Background: an optimization exercise with open tools, aiming at small area and few clock cycles per item. Do not read the settings as production practice.
Only simulation tests tie the RTL to the original design; equivalence was not proved.
Power and IR drop assume default switching activity.

==> module positional_list_engine, before the edit <==
module positional_list_engine #(
  parameter int CAPACITY   = 16,
  parameter int DATA_WIDTH = 32
) (
  input  logic                            clk,
  input  logic                            rst_n,
  input  logic                            in_tvalid,
  output logic                            in_tready,
  input  logic [ple_pkg::IN_DATA_W-1:0]   in_tdata,
  output logic                            out_tvalid,
  input  logic                            out_tready,
  output logic [ple_pkg::OUT_DATA_W-1:0]  out_tdata
);
  logic [2:0]            in_op;
  logic [DATA_WIDTH-1:0] key_word;
  logic [7:0]            in_pos;
  assign in_op    = in_tdata[2:0];
  assign key_word = in_tdata[34:3];
  assign in_pos   = in_tdata[42:35];
  logic in_acc;
  logic out_valid_r;
  assign in_tready = !out_valid_r || out_tready;
  assign in_acc    = in_tvalid && in_tready;
  logic [4:0] count_r;
  logic [3:0] head_r;
  logic       full;
  logic       empty;
  assign full  = count_r[4];
  assign empty = (count_r == 5'd0);
  logic [2:0] dec_status;
  logic       dec_ins;
  logic       dec_del;
  logic       dec_search;
  always_comb begin
    dec_status = ple_pkg::ST_OK;
    dec_ins    = 1'b0;
    dec_del    = 1'b0;
    dec_search = 1'b0;
    case (in_op)
      ple_pkg::OP_INS_FIRST: begin
        if (full) dec_status = ple_pkg::ST_FULL;
        else      dec_ins    = 1'b1;
      end
      ple_pkg::OP_INS_LAST: begin
        if (full) dec_status = ple_pkg::ST_FULL;
        else      dec_ins    = 1'b1;
      end
      ple_pkg::OP_INS_AT: begin
        if (in_pos[7])                    dec_status = ple_pkg::ST_BADPOS;
        else if (in_pos > {3'd0, count_r}) dec_status = ple_pkg::ST_BEYOND;
        else if (full)                    dec_status = ple_pkg::ST_FULL;
        else                              dec_ins    = 1'b1;
      end
      ple_pkg::OP_DEL_FIRST: begin
        if (empty) dec_status = ple_pkg::ST_EMPTY;
        else       dec_del    = 1'b1;
      end
      ple_pkg::OP_DEL_LAST: begin
        if (empty) dec_status = ple_pkg::ST_EMPTY;
        else       dec_del    = 1'b1;
      end
      ple_pkg::OP_DEL_AT: begin
        if (in_pos[7])                         dec_status = ple_pkg::ST_BADPOS;
        else if (in_pos == 8'd0 && empty)      dec_status = ple_pkg::ST_EMPTY;
        else if (in_pos >= {3'd0, count_r})    dec_status = ple_pkg::ST_BEYOND;
        else                                   dec_del    = 1'b1;
      end
      ple_pkg::OP_SEARCH: begin
        dec_search = 1'b1;
      end
      default: begin
      end
    endcase
  end
  logic [3:0] p_eff;
  logic [3:0] cnt_m1;
  assign cnt_m1 = count_r[3:0] - 4'd1;    
  always_comb begin
    case (in_op)
      ple_pkg::OP_INS_LAST: p_eff = count_r[3:0];
      ple_pkg::OP_DEL_LAST: p_eff = cnt_m1;
      ple_pkg::OP_INS_AT,
      ple_pkg::OP_DEL_AT:   p_eff = in_pos[3:0];
      default:              p_eff = 4'd0;
    endcase
  end
  function automatic logic gt4(input logic [3:0] a, input logic [3:0] b);
    logic g;
    g = 1'b0;
    for (int i = 0; i < 4; i++) begin
      g = (a[i] && !b[i]) || ((a[i] || !b[i]) && g);
    end
    gt4 = g;
  endfunction
  logic [CAPACITY-1:0] gt;         
  logic [CAPACITY-1:0] below;      
  logic [CAPACITY-1:0] at_hm1;     
  always_comb begin
    for (int a = 0; a < CAPACITY; a++) begin
      logic [3:0] rel;
      rel = 4'd0;
      for (int h = 0; h < CAPACITY; h++) begin
        if (head_r == 4'(h)) rel = 4'((a - h) & 15);
      end
      gt[a]        = gt4(p_eff, rel);
      at_hm1[a]    = (rel == 4'd15);
    end
    for (int a = 0; a < CAPACITY; a++) begin
      below[a] = cell_live[(a + 1) % CAPACITY] && !at_hm1[a];
    end
  end
  logic [CAPACITY-1:0] cell_shift;
  logic [CAPACITY-1:0] cell_load;
  logic                do_ins;
  logic                do_del;
  assign do_ins = in_acc && dec_ins;
  assign do_del = in_acc && dec_del;
  always_comb begin
    for (int a = 0; a < CAPACITY; a++) begin
      logic gt_up;
      gt_up         = gt[(a + 1) % CAPACITY];
      cell_shift[a] = (do_ins && gt_up) || (do_del && !gt[a] && below[a]);
      cell_load[a]  = do_ins && !gt_up && (gt[a] || at_hm1[a]);
    end
  end
  logic [DATA_WIDTH-1:0] cell_data [CAPACITY];
  logic [CAPACITY-1:0]   cell_match;
  for (genvar g = 0; g < CAPACITY; g++) begin : g_cell
    ple_cell #(
      .DATA_WIDTH (DATA_WIDTH)
    ) u_cell (
      .clk      (clk),
      .shift    (cell_shift[g]),
      .load     (cell_load[g]),
      .key_word (key_word),
      .up_data  (cell_data[(g + 1) % CAPACITY]),
      .data     (cell_data[g]),
      .match    (cell_match[g])
    );
  end
  logic [4:0] count_nxt;
  always_comb begin
    count_nxt = count_r;
    if (in_acc && dec_ins)      count_nxt = count_r + 5'd1;
    else if (in_acc && dec_del) count_nxt = count_r - 5'd1;
  end
  always_ff @(posedge clk) begin
    if (!rst_n) begin
      count_r <= 5'd0;
      head_r  <= 4'd0;
    end else begin
      count_r <= count_nxt;
      if (do_ins) head_r <= head_r - 4'd1;
    end
  end
  logic [CAPACITY-1:0] cell_live;
  logic [CAPACITY-1:0] live_nxt;
  always_comb begin
    for (int a = 0; a < CAPACITY; a++) begin
      logic tail;
      tail        = cell_live[a] && (!cell_live[(a + 1) % CAPACITY] || at_hm1[a]);
      live_nxt[a] = do_ins ? (cell_live[a] || at_hm1[a])
                  : do_del ? (cell_live[a] && !tail)
                  : cell_live[a];
    end
  end
  always_ff @(posedge clk) begin
    if (!rst_n) cell_live <= '0;
    else        cell_live <= live_nxt;
  end
  logic [CAPACITY-1:0] match_live;
  logic [CAPACITY-1:0] match_rot;
  always_comb begin
    match_live = cell_match & cell_live;
    match_rot  = {match_live, match_live} >> head_r;
  end
  logic [2:0]          res_status_r;
  logic [CAPACITY-1:0] res_match_r;
  always_ff @(posedge clk) begin
    if (!rst_n) begin
      out_valid_r <= 1'b0;
    end else if (in_tready) begin
      out_valid_r <= in_tvalid;
    end
  end
  always_ff @(posedge clk) begin
    if (in_acc) begin
      res_status_r <= dec_search ? ple_pkg::ST_NOTFOUND : dec_status;
      res_match_r  <= match_rot;
    end
  end
  logic       hit;
  logic [3:0] hit_idx;
  logic [2:0] out_status;
  logic [3:0] out_found;
  always_comb begin
    hit_idx = 4'd0;
    for (int j = CAPACITY - 1; j >= 0; j--) begin
      if (res_match_r[j]) hit_idx = 4'(j);
    end
    hit        = (res_status_r == ple_pkg::ST_NOTFOUND) && (|res_match_r);
    out_status = hit ? ple_pkg::ST_OK : res_status_r;
    out_found  = hit ? hit_idx : 4'd0;
  end
  assign out_tvalid = out_valid_r;
  assign out_tdata  = {4'd0, count_r, out_found, out_status};
endmodule
make LEC_CHECK=0 CAP_MARGIN=0 CORE_MARGIN=2 CORE_UTILIZATION=60 CTS_BUF_LIST=sky130_fd_sc_hd__clkbuf_16 CTS_CLUSTER_DIAMETER=90 CTS_CLUSTER_SIZE=30 GPL_TIMING_DRIVEN=0 SLEW_MARGIN=0 SYNTH_HIERARCHICAL=1 finish   # period 3.8 ns
run.sh (not shown) runs the stock make flow with config.mk's settings and CLKGATE_MAP_FILE= SYNTH_SCRIPT=/design/flow/synth_recipe.tcl, a recipe that flattens the netlist after the stock synthesis.
Testbench counts at the start, summed over its fixed seeds: cycles 12,008, items 12,000.
Then changed:
--- a/flow/design.v
+++ b/flow/design.v
@@ -134,12 +134,13 @@
     g = 1'b0;
     for (int i = 0; i < 4; i++) begin
       g = (a[i] && !b[i]) || ((a[i] || !b[i]) && g);
     end
     gt4 = g;
   endfunction
+  logic [CAPACITY-1:0] cell_live;  
   logic [CAPACITY-1:0] gt;         
   logic [CAPACITY-1:0] below;      
   logic [CAPACITY-1:0] at_hm1;     
   always_comb begin
     for (int a = 0; a < CAPACITY; a++) begin
       logic [3:0] rel;
@@ -195,13 +196,12 @@
       head_r  <= 4'd0;
     end else begin
       count_r <= count_nxt;
       if (do_ins) head_r <= head_r - 4'd1;
     end
   end
-  logic [CAPACITY-1:0] cell_live;
   logic [CAPACITY-1:0] live_nxt;
   always_comb begin
     for (int a = 0; a < CAPACITY; a++) begin
       logic tail;
       tail        = cell_live[a] && (!cell_live[(a + 1) % CAPACITY] || at_hm1[a]);
       live_nxt[a] = do_ins ? (cell_live[a] || at_hm1[a])
What happened:
- The new run ran to the end with no violations
- clock-buffer cell count does not change
- final area stays the same
- cell count does not change
- via count stays the same
- register-to-register slack barely changes
- global-route usage stays the same
- combinational power is about the same
- worst setup slack is unchanged
- non-clock buffer count stays the same
- total power does not change
Testbench counts after the change, summed over its fixed seeds: cycles 12,008, items 12,000.

## separate check: timing with driven ports
In the flow no input, the clock included, has a driving cell. The finished layouts below were timed again as built, in two steps.
Step 1 (the two cells are an assumption about what drives the block):
set clk [get_ports {clk}]
set_driving_cell -lib_cell sky130_fd_sc_hd__clkbuf_16 $clk
set_driving_cell -lib_cell sky130_fd_sc_hd__buf_2 [delete_from_list [all_inputs] $clk]
Step 2 moves the port delays by t, midway between the first and last clock arrival at a register: inputs arrive t later, outputs are due t later. That takes back most of the time a late clock gives input paths.
Three values: no drivers, after step 1, after step 2; two values: the first two.
| run | shift t [ns] | slack for setup (ns) | hold slack, ns | worst data-port slew with drivers (ns) | pins driven straight from the clock port |
|---|---|---|---|---|---|
| the first run | 0.689 | 0.117 / 0.117 / -0.477 | 0.475 / 0.449 / 0.475 | 0.03 | 1 |
| the second run | 0.689 | 0.117 / 0.117 / -0.477 | 0.475 / 0.449 / 0.475 | 0.03 | 1 |
Met with ideal ports but missed after step 2: setup timing in the first run and the second run.
